Context: an optimization exercise on an open-source flow, tuned for small area, a short achievable clock period and few clock cycles. The choices shown serve that exercise and are no tape-out recipe. Only simulation tests tie the RTL to the original design; equivalence was not proved. Power is estimated from default activity; no workload was simulated.

File: flow/design.v
package ucaspian_pkg;
  localparam int CHARGE_WIDTH_DEF = 16;
  localparam int NEURON_AW        = 8;
  localparam int DEND_CHARGE_W    = 9;
endpackage
module dendrite_charge_ram #(
  parameter int DEPTH = 256,
  parameter int WIDTH = 16,
  parameter int AW    = 8
) (
  input  logic               clk,
  input  logic               reset,
  input  logic               we_i,
  input  logic [AW-1:0]      waddr_i,
  input  logic [WIDTH-1:0]   wdata_i,
  input  logic [DEPTH-1:0]   rsel_i,
  output logic [WIDTH-1:0]   rdata_o
);
  localparam int NH = 1 << (AW / 2);
  localparam int NL = 1 << (AW - AW / 2);
  logic [NH-1:0]    whi_n_q;
  logic [NL-1:0]    wlo_n_q;
  logic [WIDTH-1:0] wdata_q;
  logic [WIDTH-1:0] store [DEPTH];
  always_ff @(posedge clk or posedge reset) begin
    if (reset) begin
      whi_n_q <= '1;
    end else begin
      whi_n_q <= ~({{(NH-1){1'b0}}, we_i} << waddr_i[AW-1:AW/2]);
    end
  end
  always_ff @(posedge clk) begin
    wlo_n_q <= ~({{(NL-1){1'b0}}, 1'b1} << waddr_i[AW/2-1:0]);
    wdata_q <= wdata_i;
  end
  for (genvar i = 0; i < DEPTH; i++) begin : g_row
    logic row_we;
    assign row_we = ~(whi_n_q[i / NL] | wlo_n_q[i % NL]);
    always_ff @(posedge clk) begin
      if (row_we) store[i] <= wdata_q;
    end
  end
  for (genvar b = 0; b < WIDTH; b++) begin : g_bit
    logic [DEPTH-1:0] col;
    for (genvar i = 0; i < DEPTH; i++) begin : g_col
      assign col[i] = store[i][b];
    end
    dendrite_ohmux u_mux (
      .sel_i(rsel_i),
      .d_i  (col),
      .y_o  (rdata_o[b])
    );
  end
endmodule
module dendrite_ohmux (
  input  logic [255:0] sel_i,
  input  logic [255:0] d_i,
  output logic         y_o
);
  logic [85:0] l1_n;
  logic [21:0] l2;
  logic [10:0] l3_n;
  logic [2:0]  l4;
  for (genvar g = 0; g < 84; g++) begin : g_l1
    dendrite_aoi222 u_g (
      .a0(sel_i[3*g]),   .b0(d_i[3*g]),
      .a1(sel_i[3*g+1]), .b1(d_i[3*g+1]),
      .a2(sel_i[3*g+2]), .b2(d_i[3*g+2]),
      .y (l1_n[g])
    );
  end
  dendrite_aoi22 u_l1a (.a0(sel_i[252]), .b0(d_i[252]), .a1(sel_i[253]), .b1(d_i[253]), .y(l1_n[84]));
  dendrite_aoi22 u_l1b (.a0(sel_i[254]), .b0(d_i[254]), .a1(sel_i[255]), .b1(d_i[255]), .y(l1_n[85]));
  for (genvar g = 0; g < 21; g++) begin : g_l2
    dendrite_nand4 u_g (.a(l1_n[4*g]), .b(l1_n[4*g+1]), .c(l1_n[4*g+2]), .d(l1_n[4*g+3]), .y(l2[g]));
  end
  dendrite_nand2 u_l2 (.a(l1_n[84]), .b(l1_n[85]), .y(l2[21]));
  for (genvar g = 0; g < 11; g++) begin : g_l3
    dendrite_nor2 u_g (.a(l2[2*g]), .b(l2[2*g+1]), .y(l3_n[g]));
  end
  dendrite_nand4 u_l4a (.a(l3_n[0]), .b(l3_n[1]), .c(l3_n[2]), .d(l3_n[3]), .y(l4[0]));
  dendrite_nand4 u_l4b (.a(l3_n[4]), .b(l3_n[5]), .c(l3_n[6]), .d(l3_n[7]), .y(l4[1]));
  dendrite_nand3 u_l4c (.a(l3_n[8]), .b(l3_n[9]), .c(l3_n[10]), .y(l4[2]));
  assign y_o = l4[0] | l4[1] | l4[2];
endmodule
module dendrite_aoi222 (
  input  logic a0, b0, a1, b1, a2, b2,
  output logic y
);
  assign y = ~((a0 & b0) | (a1 & b1) | (a2 & b2));
endmodule
module dendrite_aoi22 (
  input  logic a0, b0, a1, b1,
  output logic y
);
  assign y = ~((a0 & b0) | (a1 & b1));
endmodule
module dendrite_nand4 (
  input  logic a, b, c, d,
  output logic y
);
  assign y = ~(a & b & c & d);
endmodule
module dendrite_nand3 (
  input  logic a, b, c,
  output logic y
);
  assign y = ~(a & b & c);
endmodule
module dendrite_nand2 (
  input  logic a, b,
  output logic y
);
  assign y = ~(a & b);
endmodule
module dendrite_nor2 (
  input  logic a, b,
  output logic y
);
  assign y = ~(a | b);
endmodule
module dendrite_accum #(
  parameter int CHARGE_WIDTH = ucaspian_pkg::CHARGE_WIDTH_DEF,
  parameter int MAX_ADDR     = 255
) (
  input  logic                           clk,
  input  logic                           reset,
  input  logic [ucaspian_pkg::NEURON_AW-1:0]           dend_addr,
  input  logic signed [ucaspian_pkg::DEND_CHARGE_W-1:0] dend_charge,
  input  logic                           dend_vld,
  output logic                           dend_rdy,
  input  logic                           drain_start,
  output logic [ucaspian_pkg::NEURON_AW-1:0]           neuron_addr,
  output logic signed [CHARGE_WIDTH-1:0] neuron_charge,
  output logic                           neuron_vld,
  input  logic                           neuron_rdy,
  output logic                           drain_done,
  output logic                           busy
);
  localparam int AW    = ucaspian_pkg::NEURON_AW;
  localparam int CW    = ucaspian_pkg::DEND_CHARGE_W;
  localparam int W     = CHARGE_WIDTH;
  localparam int DEPTH = MAX_ADDR + 1;
  localparam int NG    = 16;             
  localparam int GS    = DEPTH / NG;     
  logic             in_drain_q;
  logic             dend_rdy_q;
  logic             busy_q;
  logic             done_q;
  logic [DEPTH-1:0] act_q;               
  logic             v1_q;                
  logic             d1_q;                
  logic [AW-1:0]    a1_q;
  logic [CW-1:0]    c1_q;
  logic             v2_q;
  logic             f2_q;                
  logic [AW-1:0]    a2_q;
  logic [CW-1:0]    c2_q;
  logic [W-1:0]     r2_q;
  logic             v3_q;
  logic [AW-1:0]    a3_q;
  logic [W-1:0]     w3_q;
  logic [2:0]       qv_q;
  logic [AW-1:0]    qa_q [3];
  logic [W-1:0]     qc_q [3];
  logic [NG-1:0]    hi1_n;
  logic [GS-1:0]    lo1_n;
  logic [DEPTH-1:0] rsel;
  logic [W-1:0]     rd;
  logic             act_hit;
  logic             fwd3;
  logic [W-1:0]     rval;
  for (genvar i = 0; i < DEPTH; i++) begin : g_rsel
    assign rsel[i] = ~(hi1_n[i / GS] | lo1_n[i % GS]);
  end
  dendrite_charge_ram #(
    .DEPTH(DEPTH),
    .WIDTH(W),
    .AW   (AW)
  ) u_ram (
    .clk     (clk),
    .reset   (reset),
    .we_i    (v2_q),
    .waddr_i (a2_q),
    .wdata_i (sum_val),
    .rsel_i  (rsel),
    .rdata_o (rd)
  );
  dendrite_ohmux u_act_mux (
    .sel_i(rsel),
    .d_i  (act_q),
    .y_o  (act_hit)
  );
  assign fwd3 = v3_q && (a3_q == a1_q);
  assign rval = fwd3 ? w3_q : ((act_hit || d1_q) ? rd : '0);
  logic [W-1:0] old_val;
  logic [W:0]   sum_x;
  logic [W-1:0] sum_val;
  assign old_val = f2_q ? w3_q : r2_q;
  assign sum_x   = {old_val[W-1], old_val} + {{(W+1-CW){c2_q[CW-1]}}, c2_q};
  always_comb begin
    if (sum_x[W] != sum_x[W-1]) sum_val = sum_x[W] ? {1'b1, {(W-1){1'b0}}} : {1'b0, {(W-1){1'b1}}};
    else                        sum_val = sum_x[W-1:0];
  end
  logic [NG-1:0]    gne;
  logic [NG-1:0]    gfirst;
  logic [GS-1:0]    lfirst [NG];
  logic [DEPTH-1:0] iso;
  logic [GS-1:0]    lsel;
  logic [AW-1:0]    ffs_addr;
  logic             act_any;
  always_comb begin
    logic [GS-1:0] x;
    logic          seen;
    for (int j = 0; j < NG; j++) begin
      x = act_q[j*GS +: GS];
      gne[j] = |x;
      seen = 1'b0;
      for (int k = 0; k < GS; k++) begin
        lfirst[j][k] = x[k] && !seen;
        seen = seen || x[k];
      end
    end
    seen = 1'b0;
    for (int j = 0; j < NG; j++) begin
      gfirst[j] = gne[j] && !seen;
      seen = seen || gne[j];
    end
    act_any = seen;
    lsel = '0;
    for (int j = 0; j < NG; j++) begin
      lsel = lsel | (lfirst[j] & {GS{gfirst[j]}});
      for (int k = 0; k < GS; k++) iso[j*GS+k] = gfirst[j] && lfirst[j][k];
    end
    ffs_addr = '0;
    for (int j = 0; j < NG; j++) if (gfirst[j]) ffs_addr[AW-1:AW/2] = ffs_addr[AW-1:AW/2] | 4'(j);
    for (int k = 0; k < GS; k++) if (lsel[k])   ffs_addr[AW/2-1:0]  = ffs_addr[AW/2-1:0]  | 4'(k);
  end
  logic accept;
  logic issue;
  logic pop;
  logic in_drain_d;
  logic done_d;
  logic [2:0] q_used;
  assign accept     = dend_vld && dend_rdy_q;
  assign pop        = qv_q[0] && neuron_rdy;
  assign q_used     = {2'b0, d1_q} + {2'b0, qv_q[0]} + {2'b0, qv_q[1]} + {2'b0, qv_q[2]};
  assign issue      = in_drain_q && !done_q && !v1_q && act_any && (q_used <= 3'd2);
  assign in_drain_d = in_drain_q ? !done_q : drain_start;
  assign done_d     = in_drain_q && !done_q && !act_any && !v1_q && !d1_q && !qv_q[1] &&
                      (!qv_q[0] || neuron_rdy);
  always_ff @(posedge clk or posedge reset) begin
    if (reset) begin
      in_drain_q <= 1'b0;
      dend_rdy_q <= 1'b0;
      busy_q     <= 1'b0;
      done_q     <= 1'b0;
      act_q      <= '0;
      v1_q       <= 1'b0;
      d1_q       <= 1'b0;
      v2_q       <= 1'b0;
      f2_q       <= 1'b0;
      v3_q       <= 1'b0;
      qv_q       <= '0;
    end else begin
      in_drain_q <= in_drain_d;
      dend_rdy_q <= !in_drain_d;
      busy_q     <= in_drain_d || accept || v1_q || v2_q;
      done_q     <= done_d;
      act_q      <= (act_q | (v1_q ? rsel : '0)) & ~(issue ? iso : '0);
      v1_q       <= accept;
      d1_q       <= issue;
      v2_q       <= v1_q;
      f2_q       <= v2_q && (a2_q == a1_q);
      v3_q       <= v2_q;
      if (pop) qv_q <= {1'b0, qv_q[2:1]} | ({3{d1_q}} & (qv_q[2] ? 3'b100 : (qv_q[1] ? 3'b010 : 3'b001)));
      else     qv_q <= qv_q | ({3{d1_q}} & (qv_q[1] ? 3'b100 : (qv_q[0] ? 3'b010 : 3'b001)));
    end
  end
  always_ff @(posedge clk) begin
    if (in_drain_q) begin
      a1_q  <= ffs_addr;
      hi1_n <= ~gfirst;
      lo1_n <= ~lsel;
    end else begin
      a1_q  <= dend_addr;
      hi1_n <= ~(NG'(1) << dend_addr[AW-1:AW/2]);
      lo1_n <= ~(GS'(1) << dend_addr[AW/2-1:0]);
    end
    c1_q <= dend_charge;
    a2_q <= a1_q;
    c2_q <= c1_q;
    r2_q <= rval;
    a3_q <= a2_q;
    w3_q <= sum_val;
  end
  always_ff @(posedge clk) begin
    if (pop) begin
      qa_q[0] <= qv_q[1] ? qa_q[1] : a1_q;
      qc_q[0] <= qv_q[1] ? qc_q[1] : rval;
      qa_q[1] <= qv_q[2] ? qa_q[2] : a1_q;
      qc_q[1] <= qv_q[2] ? qc_q[2] : rval;
      qa_q[2] <= a1_q;
      qc_q[2] <= rval;
    end else begin
      if (!qv_q[0]) begin
        qa_q[0] <= a1_q;
        qc_q[0] <= rval;
      end
      if (!qv_q[1]) begin
        qa_q[1] <= a1_q;
        qc_q[1] <= rval;
      end
      if (!qv_q[2]) begin
        qa_q[2] <= a1_q;
        qc_q[2] <= rval;
      end
    end
  end
  assign dend_rdy      = dend_rdy_q;
  assign busy          = busy_q;
  assign drain_done    = done_q;
  assign neuron_vld    = qv_q[0];
  assign neuron_addr   = qa_q[0];
  assign neuron_charge = qc_q[0];
endmodule
File: flow/flow/run.sh
#!/bin/bash
# Standard layout, with repair_timing aiming past the clock period: the setup margin makes
# ORFS's repair_timing work towards a shorter achieved period. Constraints are unchanged.
set -euo pipefail
bash standard.sh SETUP_SLACK_MARGIN=6.5 finish > standard_flow.log 2>&1
File: flow/standard.sh
#!/bin/bash
# synth_recipe.tcl (not shown) runs the flow's synth.tcl, then flattens the netlist and writes it again
# the make line also repeats each setting of config.mk as NAME=value (left out here)
make -C /OpenROAD-flow-scripts/flow DESIGN_CONFIG=/design/flow/config.mk WORK_HOME=/design/flow/orfs CLKGATE_MAP_FILE= SYNTH_SCRIPT=/design/flow/synth_recipe.tcl "${@:-finish}"
File: flow/config.mk
export PLATFORM = sky130hd
export DESIGN_NAME = dendrite_accum
export DESIGN_NICKNAME = dendrite_accum
export VERILOG_FILES = /design/flow/design.v
export SDC_FILE = /design/flow/constraint.sdc
export NUM_CORES = 4
export LEC_CHECK = 0
export CAP_MARGIN = 20
export CORE_MARGIN = 2
export CORE_UTILIZATION = 40
export SLEW_MARGIN = 20
export SYNTH_HIERARCHICAL = 1
export TNS_END_PERCENT = 10
File: flow/constraint.sdc
create_clock -name core_clock -period 10.0 [get_ports {clk}]
set_input_delay 2.0000 -clock core_clock [delete_from_list [all_inputs] [get_ports {clk}]]
set_output_delay 2.0000 -clock core_clock [all_outputs]
set_load 0.01 [all_outputs]
==> results_dict.tcl <==
set metrics [dict create \
    period_minus_slack_ns 4.33 \
    cts_sinks 4590 \
    grt_first_pass_wirelength_um 779000 \
    powerDensity_nw_per_um2 269 \
    synthFlopType "edfxtp_1" \
    peakVddDrop_mv 0.386 \
    crit_required_ns 10.90 \
    grt_pass1_vias 101000 \
    final_common_cell "edfxtp_1" \
    synth-async-reset-ratio_pct 6.19 \
    place_area_um2 178000 \
    leakagePower_nw 64.2 \
    fin_setup_tns_ns 0 \
    met3WireLength_um 67200 \
    grt_remaining_overflow 0 \
    io_pins 50 \
    fin_area_um2 199000 \
    die_h_um 651 \
    hold_path_class "register to register" \
    gp_congestion 1.01 \
    dieArea_um2 424000 \
    cts-root-buf "clkbuf_16" \
    firstDrtPassIters 9 \
    wl_met1_um 219000 \
    dp_hpwl_um 353000 \
    finClkSkew_ns 0.0862 \
    setup-violations-final 0 \
    htree_levels 5 \
    drc 0 \
    vias 108000 \
    finalNetCount 10600 \
    slew_headroom_pct 13.0 \
    worst_pin_slew_ns 1.31 \
    first_iter_violations 21900 \
    arrival_ns 5.24 \
    finalHoldViolCount 0 \
    mostFrequentLayoutCells "edfxtp_1, a222oi_1, nor2_1, buf_4, clkbuf_16" \
    layout-drive-gt1-share_pct 19.2 \
    synth_area_um2 167000 \
    rsz0062_at_grt "true" \
    multi_input_area_um2 33600 \
    routed.top_layer "met5" \
    period_share_pct 43.3 \
    seq_area_um2 135000 \
    chipWidth_um 651 \
    synth_cell_type_count 98 \
    drv_cap 0 \
    status "finished clean" \
    synth-edff-count 4120 \
    cts_buffer_depth 4 \
    initial_core_util_pct 40.2 \
    max_freq_ghz 0.231 \
    cts-buffers-inserted 455 \
    numPortBuffers 49 \
    wirelength_um 565000 \
    clkSlewWorstSetupHoldPaths_ns 0.07 \
    area_growth_pct 18.6 \
    syn-num-nets 9520 \
    crit_type "register to register" \
    synth_seq_cells 4590 \
    detail-route-antenna-nets 0 \
    cp_max_fo 8 \
    yosys_warnings 12 \
    power.total_mw 53.4 \
    route.met2.wl_um 251000 \
    coreArea_um2 417000 \
    drt-wirelength-per-cell_um 34.3 \
    fillers 34500 \
    report.final.slew_viol_count 0 \
    synth_area_per_cell_um2 17.7 \
    clk_latency_ns 1.04 \
    worstSetupEndpointType "register" \
    rows 237 \
    seq_area_frac_synth_pct 80.4 \
    antenna_found_initial 37 \
    crit_path_start_kind "register" \
    track_usage_pct 25.5 \
    cts_tree "yes" \
    grt_start_max_net_pins 147 \
    synthCells 9477 \
    viasPerCell 6.55 \
]
## worst max-delay path: stages, from the launching register on
cell      delay [ns]
dfxtp_4         0.38
buf_12          0.12
buf_16          0.12
buf_8           0.14
nor2_4          0.10
buf_4           0.15
a222oi_1        0.33
nand4_1         0.34
nor2_4          0.43
nand4_1         0.71
or3_4           0.65
nand2_2         0.08
nor2_1          0.06
a21oi_2         0.18
inv_1           0.08
o211ai_1        0.17
o21ai_1         0.10
## Yosys cell counts (45+ instances only)
library cell  count  area, um^2
a31oi_1          93         582
buf_2            45         225
inv_1            64         240
nor2_1         1226        4600
nand2b_1         61         382
o31ai_1          96         721
edfxtp_1       4120      124000
o21ai_0          90         450
nor4_1           72         450
nand2_1         183         687
a21oi_1         155         776
clkbuf_1        153         574
dfxtp_1         186        3720
nand3_1          85         425
a222oi_1       1431       14300
dfrtp_1         268        6710
nand4_1         423        2650
nor3_1           93         465
## final timing paths
kind / start / endpoint / slack, ns / depth (start not counted)
worst min register to register: c1_q[1] / c2_q[1] / 0.33 / 0
worst max-delay path: hi1_n[8] / qc_q[1][6] / 5.67 / 16
worst max register to register: hi1_n[8] / qc_q[1][6] / 5.67 / 16
max in group asynchronous: reset / act_q[160] / 6.36 / 4
min in group asynchronous: reset / u_ram.whi_n_q[2] / 1.65 / 2
worst min-delay path: c1_q[1] / c2_q[1] / 0.33 / 0
## cell type report
class	instances	share of cell area, %
Antenna cell	31	0.0391
Clock buffer	564	6.06
Tap cell	5497	3.46
Sequential cell	4590	67.9
Clock inverter	269	1.44
Multi-Input combinational cell	4571	16.9
Inverter	65	0.125
Timing Repair Buffer	897	4.09
## power breakdown
group | total, mW | internal [mW] | switching, mW
sequential | 25.0 | 23.6 | 1.42
combinational | 11.3 | 2.93 | 8.37
clock | 17.1 | 9.77 | 7.32
total | 53.4 | 36.3 | 17.1
## registers in the layout, indices dropped and copies added (netlist names), 16 cells and up
signal and cells:
qa_q 24, r2_q 16, w3_q 16, hi1_n 16, act_q 256, u_ram.whi_n_q 16, u_ram.store 4096, u_ram.wlo_n_q 16
u_ram.wdata_q 16, lo1_n 16, qc_q 48
## Yosys stat by module, one instance, submodules excluded, a selection
module           flip-flops and latches  times used  area, um^2  cells inside
dendrite_nand3                        0          17        5.00             1
dendrite_nand2                        0          17        3.75             1
dendrite_nand4                        0         391        6.26             1
dendrite_accum                      446           1       23700          2876
dendrite_nor2                         0         187        3.75             1
dendrite_aoi222                       0        1428        10.0             1
## per-layer routing
| metal | vias up | global-route usage [%] |
|---|---|---|
| met5 | - | 0 |
| met4 | 27 | 11.3 |
| met3 | 1171 | 5.17 |
| met2 | 7567 | 38.4 |
| met1 | 55500 | 36.1 |
| li1 | 43700 | - |
## cells by family (layout without fill, tap and decap cells)
| family | count (synthesis) | after routing | synth area share (%) |
|---|---|---|---|
| AO/OA/AOI/OAI | 2093 | 2093 | 11.3 |
| XOR/XNOR | 29 | 29 | 0.152 |
| adder cells (fa/ha/maj) | 21 | 21 | 0.166 |
| buffers and inverters | 319 | 1795 | 0.795 |
| flip-flops | 4590 | 4590 | 80.4 |
| multiplexers | 35 | 35 | 0.234 |
| other | 0 | 31 | 0 |
| AND/OR/NAND/NOR | 2390 | 2393 | 6.97 |
## through the flow
stage | hold WS [ns] | worst slack (ns) | util, % | std cells
final | 0.331 | 5.67 | 47.7 | 16500
after global routing | 0.338 | 5.78 | 47.7 | 16500
after CTS | 0.336 | 5.87 | 47.2 | 16400
after detailed placement | 0.316 | 4.29 | 42.8 | 15300
after global placement | 0.325 | 4.26 | 42.8 | 15300
after floorplan | 0.310 | 4.46 | - | 9477
## repair_timing
item | in CTS | in global routing
cloned | 13 | 10
pin swaps | 151 | 181
setup endpoints to repair | 483 | 454
hold buffers | 0 | 0
buffers inserted | 185 | 81
endpoints found under the hold margin | 0 | 0
resized for setup | 448 | 218
Testbench counts, summed over its fixed seeds: cycles 8,441.

[static timing again, ports no longer ideal]
Ports are ideal in the flow. The routed layout listed here was re-timed in OpenROAD. Step 1 (the two cells are an assumption about what drives the block):
set clk [get_ports {clk}]
set_driving_cell -lib_cell sky130_fd_sc_hd__clkbuf_16 $clk
set_driving_cell -lib_cell sky130_fd_sc_hd__buf_2 [delete_from_list [all_inputs] $clk]
Step 2 moves the port delays by t, midway between the first and last clock arrival at a register: inputs arrive t later, outputs are due t later. That takes back most of the time a late clock gives input paths. a / b / c = ideal / step 1 / step 2; a / b = the first two.
shift t [ns]: 1.099
setup slack, ns: 5.667 / 5.667 / 5.328
worst slew at a driven data input, ns: 0.20
cell pins on the clock port's net: 1
After both steps this run still meets setup and hold. For this run, drivers alone change the setup slack by 0.000 ns; drivers and shift together by -0.339 ns. The worst setup slack also covers recovery checks on asynchronous resets.
